Source: an optimization exercise on an open RTL-to-GDS flow (aim: small area, a short achievable clock period and few clock cycles per item). Production flows keep margins and buffers that such runs may drop. The RTL was checked by simulation tests, not by an equivalence proof against the original design. Power and IR drop assume default switching activity.

Setup of job 6258:
==> flow/design.v <==
`default_nettype none
package olst_pkg;
  localparam logic [1:0] KIND_PUSH = 2'd0;
  localparam logic [1:0] KIND_REM  = 2'd1;
  localparam logic [1:0] KIND_INS  = 2'd2;
  localparam logic [1:0] KIND_DUMP = 2'd3;
  localparam logic [2:0] STAT_DONE      = 3'd0;
  localparam logic [2:0] STAT_NOT_FOUND = 3'd1;
  localparam logic [2:0] STAT_FULL      = 3'd2;
  localparam logic [2:0] STAT_APPENDED  = 3'd3;
  localparam logic [2:0] STAT_EMPTY     = 3'd4;
endpackage
`default_nettype wire
`default_nettype none
module olst_cell (
  input  logic        clk_i,
  input  logic        rst_ni,
  input  logic        sel_left_i,
  input  logic        sel_right_i,
  input  logic        sel_item_i,
  input  logic        sel_hold_i,    
  input  logic        load_i,        
  input  logic [31:0] key_i,         
  input  logic [31:0] item_i,
  input  logic        item_hit_i,    
  input  logic [31:0] left_val_i,
  input  logic        left_vld_i,
  input  logic        left_hit_i,
  input  logic [31:0] right_val_i,
  input  logic        right_vld_i,
  input  logic        right_hit_i,
  output logic [31:0] val_o,
  output logic        vld_o,
  output logic        hsrc_o,        
  output logic        hit_o,         
  output logic        hit_next_o     
);
  logic [31:0] val_q;
  logic        vld_q, hit_q;
  always_ff @(posedge clk_i or negedge rst_ni) begin
    if (!rst_ni) begin
      vld_q <= 1'b0;
    end else if (sel_left_i) begin
      vld_q <= left_vld_i;
    end else if (sel_right_i) begin
      vld_q <= right_vld_i;
    end else if (sel_item_i) begin
      vld_q <= 1'b1;
    end
  end
  logic        s_l, s_r, s_i, s_h;
  logic [31:0] val_d;
  assign s_l   = sel_left_i;
  assign s_r   = sel_right_i;
  assign s_i   = sel_item_i;
  assign s_h   = sel_hold_i;
  assign val_d = ({32{s_l}} & left_val_i) | ({32{s_r}} & right_val_i) |
                 ({32{s_i}} & item_i)     | ({32{s_h}} & val_q);
  always_ff @(posedge clk_i) begin
    val_q <= val_d;
  end
  assign hit_next_o = (s_l & left_hit_i) | (s_r & right_hit_i) |
                      (s_i & item_hit_i) | (s_h & hsrc_o);
  always_ff @(posedge clk_i) begin
    hit_q <= hit_next_o;
  end
  assign val_o = val_q;
  assign vld_o = vld_q;
  assign hsrc_o = load_i ? (vld_q && (val_q == key_i)) : hit_q;
  assign hit_o = hit_q;
endmodule
`default_nettype wire
`default_nettype none
import olst_pkg::*;
module ordered_list_engine #(
  parameter int CAPACITY = 16
) (
  input  logic               clk_i,
  input  logic               rst_ni,
  input  logic               in_valid_i,
  output logic               in_stall_o,
  input  logic [1:0]         kind_i,
  input  logic signed [31:0] key_i,
  input  logic signed [31:0] item_i,
  output logic               out_valid_o,
  input  logic               out_stall_i,
  output logic signed [31:0] value_o,
  output logic [2:0]         status_o,
  output logic [4:0]         count_o,
  output logic               last_o
);
  localparam int N = 16;
  logic        req_v_q, stall_q, more_q;
  logic        load_q;         
  logic        push_q, rem_q, ins_q, dump_q, grow_q;    
  logic [31:0] item_q;
  logic [31:0] val [N];
  logic [N-1:0] vld, hsrc, hit, hit_next;
  logic [4:0]  cnt_q;
  logic [3:0]  idx_q;
  logic        out_v_q, skid_v_q;
  logic        out_nv_q;       
  logic [31:0] out_val_q;
  logic        skid_dump_q;    
  logic [2:0]  out_st_q, skid_st_q;
  logic [4:0]  out_cnt_q, skid_cnt_q;
  logic        out_last_q, skid_last_q;
  logic exec, is_push, is_rem, is_ins, is_dump, full, empty, any_hit;
  logic ins_go, rem_go, rot, take, load, in_acc, item_hit, to_out;
  logic [31:0] ibus;
  assign exec     = req_v_q && !skid_v_q;
  assign is_push  = push_q;
  assign is_rem   = rem_q;
  assign is_ins   = ins_q;
  assign is_dump  = dump_q;
  assign full     = vld[N-1];
  assign empty    = !vld[0];
  assign any_hit  = incl[N-1];
  assign ins_go   = exec && grow_q && !full;
  assign rem_go   = exec && is_rem;
  assign to_out   = out_nv_q || take;
  assign rot      = (exec && is_dump && !empty && to_out) ||
                    (skid_v_q && skid_dump_q && take);
  assign ibus     = (is_dump || skid_v_q) ? val[0] : item_q;
  assign in_stall_o = stall_q;
  assign load       = load_q;
  assign in_acc     = in_valid_i && load;
  assign take       = !out_nv_q && !out_stall_i;
  assign item_hit   = (is_dump || skid_v_q) ? hsrc[0] : (item_q == key_i);
  logic [N-1:0] p0, p1, p2, p3, incl;
  always_comb begin
    p0 = hit;
    for (int i = 0; i < N; i++) p1[i] = p0[i] | ((i % 2  >= 1) ? p0[(i/2)*2]     : 1'b0);
    for (int i = 0; i < N; i++) p2[i] = p1[i] | ((i % 4  >= 2) ? p1[(i/4)*4 + 1] : 1'b0);
    for (int i = 0; i < N; i++) p3[i] = p2[i] | ((i % 8  >= 4) ? p2[(i/8)*8 + 3] : 1'b0);
    for (int i = 0; i < N; i++) incl[i] = p3[i] | ((i % 16 >= 8) ? p3[7] : 1'b0);
  end
  logic [N-1:0] at_ins, nvld;
  assign at_ins = incl | ~vld | {N{is_push}};
  assign nvld   = {1'b0, vld[N-1:1]};
  for (genvar g = 0; g < N; g++) begin : g_cell
    logic [31:0] lval, rval;
    logic        lvld, rvld, lcmp, rcmp, s_left, s_right, s_item, s_hold;
    if (g == 0) begin : g_head
      assign lval   = ibus;
      assign lvld   = 1'b1;
      assign lcmp   = item_hit;
      assign s_left = 1'b0;
    end else begin : g_mid
      assign lval   = val[g-1];
      assign lvld   = vld[g-1];
      assign lcmp   = hsrc[g-1];
      assign s_left = ins_go && at_ins[g-1];
    end
    if (g == N - 1) begin : g_tail
      assign rval = '0;
      assign rvld = 1'b0;
      assign rcmp = 1'b0;
    end else begin : g_body
      assign rval = val[g+1];
      assign rvld = vld[g+1];
      assign rcmp = hsrc[g+1];
    end
    assign s_right = (rem_go && incl[g]) || (rot && nvld[g]);
    assign s_hold  = !((ins_go && at_ins[g]) || (rem_go && incl[g]) || (rot && vld[g]));
    assign s_item  = (ins_go && at_ins[g] && !s_left) || (rot && vld[g] && !nvld[g]);
    olst_cell u_cell (
      .clk_i       (clk_i),
      .rst_ni      (rst_ni),
      .sel_left_i  (s_left),
      .sel_right_i (s_right),
      .sel_item_i  (s_item),
      .sel_hold_i  (s_hold),
      .load_i      (load),
      .key_i       (key_i),
      .item_i      (ibus),
      .item_hit_i  (item_hit),
      .left_val_i  (lval),
      .left_vld_i  (lvld),
      .left_hit_i  (lcmp),
      .right_val_i (rval),
      .right_vld_i (rvld),
      .right_hit_i (rcmp),
      .val_o       (val[g]),
      .vld_o       (vld[g]),
      .hsrc_o      (hsrc[g]),
      .hit_o       (hit[g]),
      .hit_next_o  (hit_next[g])
    );
  end
  logic [31:0] res_val;
  logic [2:0]  res_st;
  logic [4:0]  cnt_d;
  logic        res_last;
  always_comb begin
    res_val  = '0;
    res_st   = STAT_DONE;
    res_last = 1'b1;
    cnt_d    = cnt_q;
    if (grow_q) begin
      if (full) res_st = STAT_FULL;
      else begin
        cnt_d = cnt_q + 5'd1;
        if (ins_q && !any_hit) res_st = STAT_APPENDED;
      end
    end else if (rem_q) begin
      if (any_hit) cnt_d  = cnt_q - 5'd1;
      else         res_st = STAT_NOT_FOUND;
    end else begin
      if (empty) res_st = STAT_EMPTY;
      else begin
        res_val  = val[0];
        res_last = !more_q;
      end
    end
  end
  logic req_v_d, more_d, skid_v_d, cnt_ge2;
  assign cnt_ge2 = (exec ? cnt_d : cnt_q) >= 5'd2;
  always_comb begin
    req_v_d  = in_acc || !load_q;
    more_d   = more_q;
    if (load) begin
      more_d = (kind_i == KIND_DUMP) && cnt_ge2;
    end else if (exec && is_dump) begin
      more_d = ((idx_q + 5'd2) != cnt_q);
    end
    skid_v_d = skid_v_q;
    if (exec && !to_out)          skid_v_d = 1'b1;
    else if (take)                skid_v_d = 1'b0;
  end
  always_ff @(posedge clk_i or negedge rst_ni) begin
    if (!rst_ni) begin
      req_v_q  <= 1'b0;
      stall_q  <= 1'b0;
      load_q   <= 1'b1;
      out_nv_q <= 1'b1;
      more_q   <= 1'b0;
      cnt_q    <= '0;
      idx_q    <= '0;
      out_v_q  <= 1'b0;
      skid_v_q <= 1'b0;
    end else begin
      req_v_q  <= req_v_d;
      more_q   <= more_d;
      skid_v_q <= skid_v_d;
      stall_q  <= req_v_d && (skid_v_d || more_d);
      load_q   <= !(req_v_d && (skid_v_d || more_d));
      if (exec) begin
        cnt_q <= cnt_d;
        if (is_dump) idx_q <= more_q ? idx_q + 4'd1 : 4'd0;
      end
      if (exec || take) begin
        out_v_q  <= exec || skid_v_q;
        out_nv_q <= !(exec || skid_v_q);
      end
    end
  end
  always_ff @(posedge clk_i) begin
    if (load) begin
      push_q <= (kind_i == KIND_PUSH);
      rem_q  <= (kind_i == KIND_REM);
      ins_q  <= (kind_i == KIND_INS);
      dump_q <= (kind_i == KIND_DUMP);
      grow_q <= (kind_i == KIND_PUSH) || (kind_i == KIND_INS);
      item_q <= item_i;
    end
    if (exec) begin
      if (to_out) begin
        out_val_q  <= res_val;
        out_st_q   <= res_st;
        out_cnt_q  <= cnt_d;
        out_last_q <= res_last;
      end else begin
        skid_dump_q <= is_dump && !empty;
        skid_st_q   <= res_st;
        skid_cnt_q  <= cnt_d;
        skid_last_q <= res_last;
      end
    end else if (take) begin
      out_val_q  <= skid_dump_q ? val[0] : 32'd0;
      out_st_q   <= skid_st_q;
      out_cnt_q  <= skid_cnt_q;
      out_last_q <= skid_last_q;
    end
  end
  assign out_valid_o = out_v_q;
  assign value_o     = out_val_q;
  assign status_o    = out_st_q;
  assign count_o     = out_cnt_q;
  assign last_o      = out_last_q;
endmodule
`default_nettype wire
==> flow/config.mk <==
export PLATFORM = sky130hd
export DESIGN_NAME = ordered_list_engine
export DESIGN_NICKNAME = ordered_list_engine
export VERILOG_FILES = /design/flow/design.v
export SDC_FILE = /design/flow/constraint.sdc
export NUM_CORES = 4
export LEC_CHECK = 0
export CAP_MARGIN = 20
export CORE_MARGIN = 2
export CORE_UTILIZATION = 45
export SETUP_SLACK_MARGIN = 3.3
export SLEW_MARGIN = 20
==> flow/constraint.sdc <==
create_clock -name core_clock -period 6.0 [get_ports {clk_i}]
set_input_delay 1.2000 -clock core_clock [delete_from_list [all_inputs] [get_ports {clk_i}]]
set_output_delay 1.2000 -clock core_clock [all_outputs]
set_load 0.01 [all_outputs]
standard.sh (not shown) runs the stock make flow with config.mk's settings and CLKGATE_MAP_FILE= SYNTH_SCRIPT=/design/flow/synth_recipe.tcl, a recipe that flattens the netlist after the stock synthesis.
==> flow/flow/run.sh <==
#!/bin/bash
# The standard layout, with the port buffers made of plain buffers and the
# resizer free to change a cell's footprint (the platform default keeps each
# cell in its footprint, so the port buffers stay slow delay cells), and a
# clock tree without dummy loads.
set -euo pipefail
bash standard.sh MATCH_CELL_FOOTPRINT=0 \
  "BUFFER_PORTS_ARGS=-buffer_cell sky130_fd_sc_hd__buf_2" \
  "CTS_ARGS=-sink_clustering_enable -repair_clock_nets -dont_use_dummy_load" \
  finish > make.log 2>&1
Testbench counts of job 6258, summed over its fixed seeds: cycles 6,003, items 3,072.
The following lists how job 9089 was set up differently from job 6258:
diff --git a/flow/design.v b/flow/design.v
--- a/flow/design.v
+++ b/flow/design.v
@@ -96,6 +96,7 @@
   logic [31:0] item_q;
   logic [31:0] val [N];
   logic [N-1:0] vld, hsrc, hit, hit_next;
+  logic [N-1:0] incl;            
   logic [4:0]  cnt_q;
   logic [3:0]  idx_q;
   logic        out_v_q, skid_v_q;
@@ -127,7 +128,7 @@
   assign in_acc     = in_valid_i && load;
   assign take       = !out_nv_q && !out_stall_i;
   assign item_hit   = (is_dump || skid_v_q) ? hsrc[0] : (item_q == key_i);
-  logic [N-1:0] p0, p1, p2, p3, incl;
+  logic [N-1:0] p0, p1, p2, p3;
   always_comb begin
     p0 = hit;
     for (int i = 0; i < N; i++) p1[i] = p0[i] | ((i % 2  >= 1) ? p0[(i/2)*2]     : 1'b0);
@@ -192,6 +193,9 @@
   logic [2:0]  res_st;
   logic [4:0]  cnt_d;
   logic        res_last;
+  logic [4:0]  cnt_inc, cnt_dec;
+  assign cnt_inc = cnt_q + 5'd1;
+  assign cnt_dec = cnt_q - 5'd1;
   always_comb begin
     res_val  = '0;
     res_st   = STAT_DONE;
@@ -200,11 +204,11 @@
     if (grow_q) begin
       if (full) res_st = STAT_FULL;
       else begin
-        cnt_d = cnt_q + 5'd1;
+        cnt_d = cnt_inc;
         if (ins_q && !any_hit) res_st = STAT_APPENDED;
       end
     end else if (rem_q) begin
-      if (any_hit) cnt_d  = cnt_q - 5'd1;
+      if (any_hit) cnt_d  = cnt_dec;
       else         res_st = STAT_NOT_FOUND;
     end else begin
       if (empty) res_st = STAT_EMPTY;
@@ -214,8 +218,12 @@
       end
     end
   end
-  logic req_v_d, more_d, skid_v_d, cnt_ge2;
-  assign cnt_ge2 = (exec ? cnt_d : cnt_q) >= 5'd2;
+  logic req_v_d, more_d, skid_v_d, cnt_ge2, ge1, ge2, ge3;
+  assign ge1 = (cnt_q >= 5'd1);
+  assign ge2 = (cnt_q >= 5'd2);
+  assign ge3 = (cnt_q >= 5'd3);
+  assign cnt_ge2 = (exec && rem_q)  ? (any_hit ? ge3 : ge2) :
+                   (exec && grow_q) ? ge1 : ge2;
   always_comb begin
     req_v_d  = in_acc || !load_q;
     more_d   = more_q;
Job 9089: count of clock-buffer cells in the layout is 1 lower than what job 6258 reported.
Every stage of the flow completed for job 9089, and the final layout passed the timing, design-rule and antenna checks.
Relative to job 6258, via count increased by 179 in job 9089.
The insertion delay to the later sink of the worst-skew pair was comparable across job 9089 and job 6258.
Growth of design area from synthesis to finish in job 9089 is 7.3 points below job 6258.
Re portion of total power attributed to combinational logic: job 9089 and job 6258 aren't equal, and the lower value belongs to job 9089.
Job 9089 and job 6258 ended up with nearly the same total area of multi-input combinational cells.
| net count of the finished layout | higher: job 9089 |
Diff job 6258 -> job 9089: wire length per cell after detailed routing saw a decrease; starting density of the core saw a decrease; worst slew margin relative to its limit saw a decrease; global-route usage saw a decrease.
Compared with job 6258, job 9089 ends up with a smaller final cell area.
Testbench counts of job 9089, summed over its fixed seeds: cycles 6,003, items 3,072.

[static timing again, ports no longer ideal]
How much do the figures lean on ideal ports? The routed layouts below were timed once more, with nothing changed but the port constraints.
Step 1, drivers: a clkbuf_16 drives clk_i and a buf_2 each remaining input, both assumed.
Step 2 moves the port delays by t, midway between the first and last clock arrival at a register: inputs arrive t later, outputs are due t later. That takes back most of the time a late clock gives input paths.
a / b / c = ideal / step 1 / step 2; a / b = the first two.
run | t (ns) | setup WS [ns] | hold WS [ns] | worst setup path at the end | clock arrival spread, ns
job 6258 | 0.666 | 3.224 / 3.240 / 2.586 | 0.509 / 0.509 / 0.509 | input to register | 0.049 / 0.048
job 9089 | 0.673 | 3.237 / 3.241 / 2.568 | 0.519 / 0.519 / 0.519 | input to register | 0.060 / 0.060
After both steps setup and hold are still met in every run listed. The setup slack of job 9089, which loses most, moves by +0.004 ns with the drivers and by -0.669 ns with both steps.
